From an optimization exercise on the open Yosys and OpenROAD flow, aimed at small area and a short achievable clock period; shortcuts taken in it are not production practice.
RTL that was checked went through simulation tests only; none was proved equivalent to the original.
No activity file was given, so power comes from the tool's default toggle rates.

==> module fu_mux2, before the edit <==
module fu_mux2 (input logic a0, a1, s, output logic y);
  assign y = s ? a1 : a0;
endmodule
==> module fetch_unit, before the edit <==
module fetch_unit #(
  parameter int unsigned                   MEM_DEPTH   = 256,
  parameter logic [cpu_pkg::OPCODE_W-1:0]  HALT_OPCODE = cpu_pkg::HALT_OPCODE_DEFAULT
) (
  input  logic         clk,
  input  logic         rst_n,
  input  logic         start,
  input  logic         prog_we,
  input  logic [7:0]   prog_addr,
  input  logic [7:0]   prog_data,
  output logic [7:0]   instr_out,
  output logic         instr_valid,
  input  logic         instr_ready,
  input  logic         jump_en,
  input  logic [7:0]   jump_target,
  output logic [7:0]   pc_out,
  output logic         halted
);
  logic               active_q, active_d;
  logic               halt_q, halt_d;
  logic [7:0]         pc_q, pc_d;
  logic [63:0]        pc_hi_n_q;
  logic [15:0]        pc_hi_n_d;
  logic [63:0]        pc_lo_n_q;
  logic [15:0]        pc_lo_n_d;
  logic [INSTR_W-1:0] instr_q, instr_d;
  logic               valid_q, valid_d;
  logic               phase_q;
  logic [INSTR_W-1:0] mem_raw_n;
  logic               drain, loadable, we, restart, to_halt;
  logic               fetch, jump;
  logic [15:0]        whi_q, wlo_q;
  logic [INSTR_W-1:0] wdata_q;
  logic               byp_q;
  logic [255:0]       wsel, wsel_n;
  assign drain    = active_q && valid_q && (instr_q[INSTR_W-1 -: OPCODE_W] == HALT_OPCODE);
  assign loadable = !active_q;
  assign we       = prog_we && loadable;
  assign restart  = start && loadable;
  assign jump     = jump_en && active_q;
  assign fetch    = active_q && !drain && !jump_en && (!valid_q || instr_ready);
  assign to_halt  = drain && !jump_en && instr_ready;
  always_ff @(posedge clk) begin
    for (int i = 0; i < 16; i++) begin
      whi_q[i] <= we && (prog_addr[7:4] == i[3:0]);
      wlo_q[i] <= (prog_addr[3:0] == i[3:0]);
    end
    wdata_q <= prog_data;
    byp_q   <= we && (prog_addr == 8'd0);
  end
  always_comb begin
    for (int r = 0; r < 256; r++) begin
      wsel[r]   = whi_q[r/16] && wlo_q[r%16];
      wsel_n[r] = !(whi_q[r/16] && wlo_q[r%16]);
    end
  end
  always_ff @(posedge clk) begin
    phase_q <= !phase_q;
  end
  instr_mem u_mem (
    .clk     (clk),
    .wsel    (wsel),
    .wsel_n  (wsel_n),
    .wcol    (wdata_q ^ {INSTR_W{phase_q}}),
    .rhi_n   (pc_hi_n_q),
    .rlo_n   (pc_lo_n_q),
    .rdata_n (mem_raw_n)
  );
  always_ff @(posedge clk or negedge rst_n) begin
    if (!rst_n) begin
      active_q  <= 1'b0;
      halt_q    <= 1'b0;
      pc_q      <= '0;
      instr_q   <= '0;
      valid_q   <= 1'b0;
    end else begin
      active_q  <= active_d;
      halt_q    <= halt_d;
      pc_q      <= pc_d;
      instr_q   <= instr_d;
      valid_q   <= valid_d;
    end
  end
  fu_reg16 u_pc_hi0 (.clk (clk), .d (pc_hi_n_d), .q (pc_hi_n_q[15:0]));
  fu_reg16 u_pc_hi1 (.clk (clk), .d (pc_hi_n_d), .q (pc_hi_n_q[31:16]));
  fu_reg16 u_pc_hi2 (.clk (clk), .d (pc_hi_n_d), .q (pc_hi_n_q[47:32]));
  fu_reg16 u_pc_hi3 (.clk (clk), .d (pc_hi_n_d), .q (pc_hi_n_q[63:48]));
  fu_reg16 u_pc_lo0 (.clk (clk), .d (pc_lo_n_d), .q (pc_lo_n_q[15:0]));
  fu_reg16 u_pc_lo1 (.clk (clk), .d (pc_lo_n_d), .q (pc_lo_n_q[31:16]));
  fu_reg16 u_pc_lo2 (.clk (clk), .d (pc_lo_n_d), .q (pc_lo_n_q[47:32]));
  fu_reg16 u_pc_lo3 (.clk (clk), .d (pc_lo_n_d), .q (pc_lo_n_q[63:48]));
  assign active_d = restart || (active_q && !to_halt);
  assign halt_d   = (halt_q && !start) || to_halt;
  always_comb begin
    valid_d = valid_q;
    if (restart || jump) valid_d = 1'b0;
    else if (fetch) valid_d = 1'b1;
    else if (to_halt) valid_d = 1'b0;
  end
  always_comb begin
    pc_d      = pc_q;
    pc_hi_n_d = pc_hi_n_q[15:0];
    pc_lo_n_d = pc_lo_n_q[15:0];
    if (restart) begin
      pc_d      = '0;
      pc_hi_n_d = 16'hFFFE;
      pc_lo_n_d = 16'hFFFE;
    end else if (jump) begin
      pc_d = jump_target;
      for (int i = 0; i < 16; i++) begin
        pc_hi_n_d[i] = (jump_target[7:4] != i[3:0]);
        pc_lo_n_d[i] = (jump_target[3:0] != i[3:0]);
      end
    end else if (fetch) begin
      pc_d      = pc_q + 8'd1;
      pc_lo_n_d = {pc_lo_n_q[14:0], pc_lo_n_q[15]};
      if (!pc_lo_n_q[15]) pc_hi_n_d = {pc_hi_n_q[14:0], pc_hi_n_q[15]};
    end
  end
  for (genvar b = 0; b < INSTR_W; b++) begin : g_instr
    fu_mux2 u_mux (
      .a0 (fetch ? (byp_q ? wdata_q[b] : !phase_q) : instr_q[b]),
      .a1 (fetch ? (byp_q ? wdata_q[b] : phase_q)  : instr_q[b]),
      .s  (mem_raw_n[b]),
      .y  (instr_d[b])
    );
  end
  assign instr_out   = instr_q;
  assign instr_valid = valid_q;
  assign pc_out      = pc_q;
  assign halted      = halt_q;
endmodule
Settings: LEC_CHECK=0, CAP_MARGIN=20, CORE_MARGIN=2, CORE_UTILIZATION=60, SETUP_SLACK_MARGIN=2.2, SLEW_MARGIN=20, SYNTH_HIERARCHICAL=1, SYNTH_MINIMUM_KEEP_SIZE=0; clock period 4.1 ns.
standard.sh (not shown) runs the stock make flow with config.mk's settings and CLKGATE_MAP_FILE= SYNTH_SCRIPT=/design/flow/synth_recipe.tcl, a recipe that flattens the netlist after the stock synthesis.
==> flow/flow/run.sh <==
#!/bin/bash
# Own layout flow: the standard ORFS flow (standard.sh, standard synthesis
# unchanged) with a few layout settings changed:
#  - sizing may swap cells across footprints (so port buffers and other
#    cells can be replaced by faster or smaller ones),
#  - ports are buffered with buf_4 instead of the smallest buffer,
#  - CTS without dummy loads, with larger sink clusters (fewer leaf buffers).
# The make output goes to flow_make.log in the work folder; ORFS keeps each
# step's own log under orfs/logs/.
set -euo pipefail
bash standard.sh \
  MATCH_CELL_FOOTPRINT=0 \
  "BUFFER_PORTS_ARGS=-buffer_cell sky130_fd_sc_hd__buf_4" \
  "CTS_ARGS=-sink_clustering_enable -repair_clock_nets -dont_use_dummy_load -sink_clustering_size 25 -sink_clustering_max_diameter 80" \
  finish > flow_make.log 2>&1
Edit:
--- a/flow/design.v
+++ b/flow/design.v
@@ -82,17 +82,29 @@
 module fu_nand2 (input logic a, b, output logic y);
   assign y = ~(a & b);
 endmodule
 module fu_nor2 (input logic a, b, output logic y);
   assign y = ~(a | b);
 endmodule
-module fu_mux2 (input logic a0, a1, s, output logic y);
-  assign y = s ? a1 : a0;
+module fu_mux2i (input logic a0, a1, s, output logic y);
+  assign y = ~(s ? a1 : a0);
 endmodule
 module fu_reg16 (input logic clk, input logic [15:0] d, output logic [15:0] q);
   always_ff @(posedge clk) q <= d;
+endmodule
+module fu_oreg8 (input logic clk, rst_n, input logic [7:0] d, output logic [7:0] q);
+  always_ff @(posedge clk or negedge rst_n) begin
+    if (!rst_n) q <= '0;
+    else q <= d;
+  end
+endmodule
+module fu_oreg1 (input logic clk, rst_n, d, output logic q);
+  always_ff @(posedge clk or negedge rst_n) begin
+    if (!rst_n) q <= 1'b0;
+    else q <= d;
+  end
 endmodule
 import cpu_pkg::*;
 module fetch_unit #(
   parameter int unsigned                   MEM_DEPTH   = 256,
   parameter logic [cpu_pkg::OPCODE_W-1:0]  HALT_OPCODE = cpu_pkg::HALT_OPCODE_DEFAULT
 ) (
@@ -209,18 +221,18 @@
       pc_d      = pc_q + 8'd1;
       pc_lo_n_d = {pc_lo_n_q[14:0], pc_lo_n_q[15]};
       if (!pc_lo_n_q[15]) pc_hi_n_d = {pc_hi_n_q[14:0], pc_hi_n_q[15]};
     end
   end
   for (genvar b = 0; b < INSTR_W; b++) begin : g_instr
-    fu_mux2 u_mux (
-      .a0 (fetch ? (byp_q ? wdata_q[b] : !phase_q) : instr_q[b]),
-      .a1 (fetch ? (byp_q ? wdata_q[b] : phase_q)  : instr_q[b]),
+    fu_mux2i u_mux (
+      .a0 (!(fetch ? (byp_q ? wdata_q[b] : !phase_q) : instr_q[b])),
+      .a1 (!(fetch ? (byp_q ? wdata_q[b] : phase_q)  : instr_q[b])),
       .s  (mem_raw_n[b]),
       .y  (instr_d[b])
     );
   end
-  assign instr_out   = instr_q;
-  assign instr_valid = valid_q;
-  assign pc_out      = pc_q;
+  fu_oreg8 u_oinstr (.clk (clk), .rst_n (rst_n), .d (instr_d), .q (instr_out));
+  fu_oreg8 u_opc    (.clk (clk), .rst_n (rst_n), .d (pc_d),    .q (pc_out));
+  fu_oreg1 u_ovalid (.clk (clk), .rst_n (rst_n), .d (valid_d), .q (instr_valid));
   assign halted      = halt_q;
 endmodule
Total power decreases by 12%.
Hold slack is worse by 0.13 ns.
Cell count increases by 0.42%.
Setup slack is better by 0.061 ns.
Die area increases by 0.66%.
No functional check of the RTL was part of the second run of this note.

==> static timing again, ports no longer ideal <==
How much do the figures lean on ideal ports? The routed layouts below were timed once more, with nothing changed but the port constraints. Step 1: set_driving_cell puts a clkbuf_16 on clk and a buf_2 on each other input, an assumption about the parent block. Step 2 moves the port delays by t, midway between the first and last clock arrival at a register: inputs arrive t later, outputs are due t later. That takes back most of the time a late clock gives input paths. a / b / c = no drivers / after step 1 / after step 2; a / b = the first two.
| run | t, ns | slack for setup (ns) | worst setup path at the end | worst register clock-pin slew, ns |
|---|---|---|---|---|
| the first run | 0.797 | 1.724 / 1.724 / 1.449 | input to register | 0.11 / 0.11 |
| the second run | 0.825 | 1.784 / 1.784 / 1.491 | input to register | 0.11 / 0.11 |
After both steps every run listed still meets setup and hold. For the second run, which loses most, drivers alone change the setup slack by 0.000 ns; drivers and shift together by -0.293 ns.
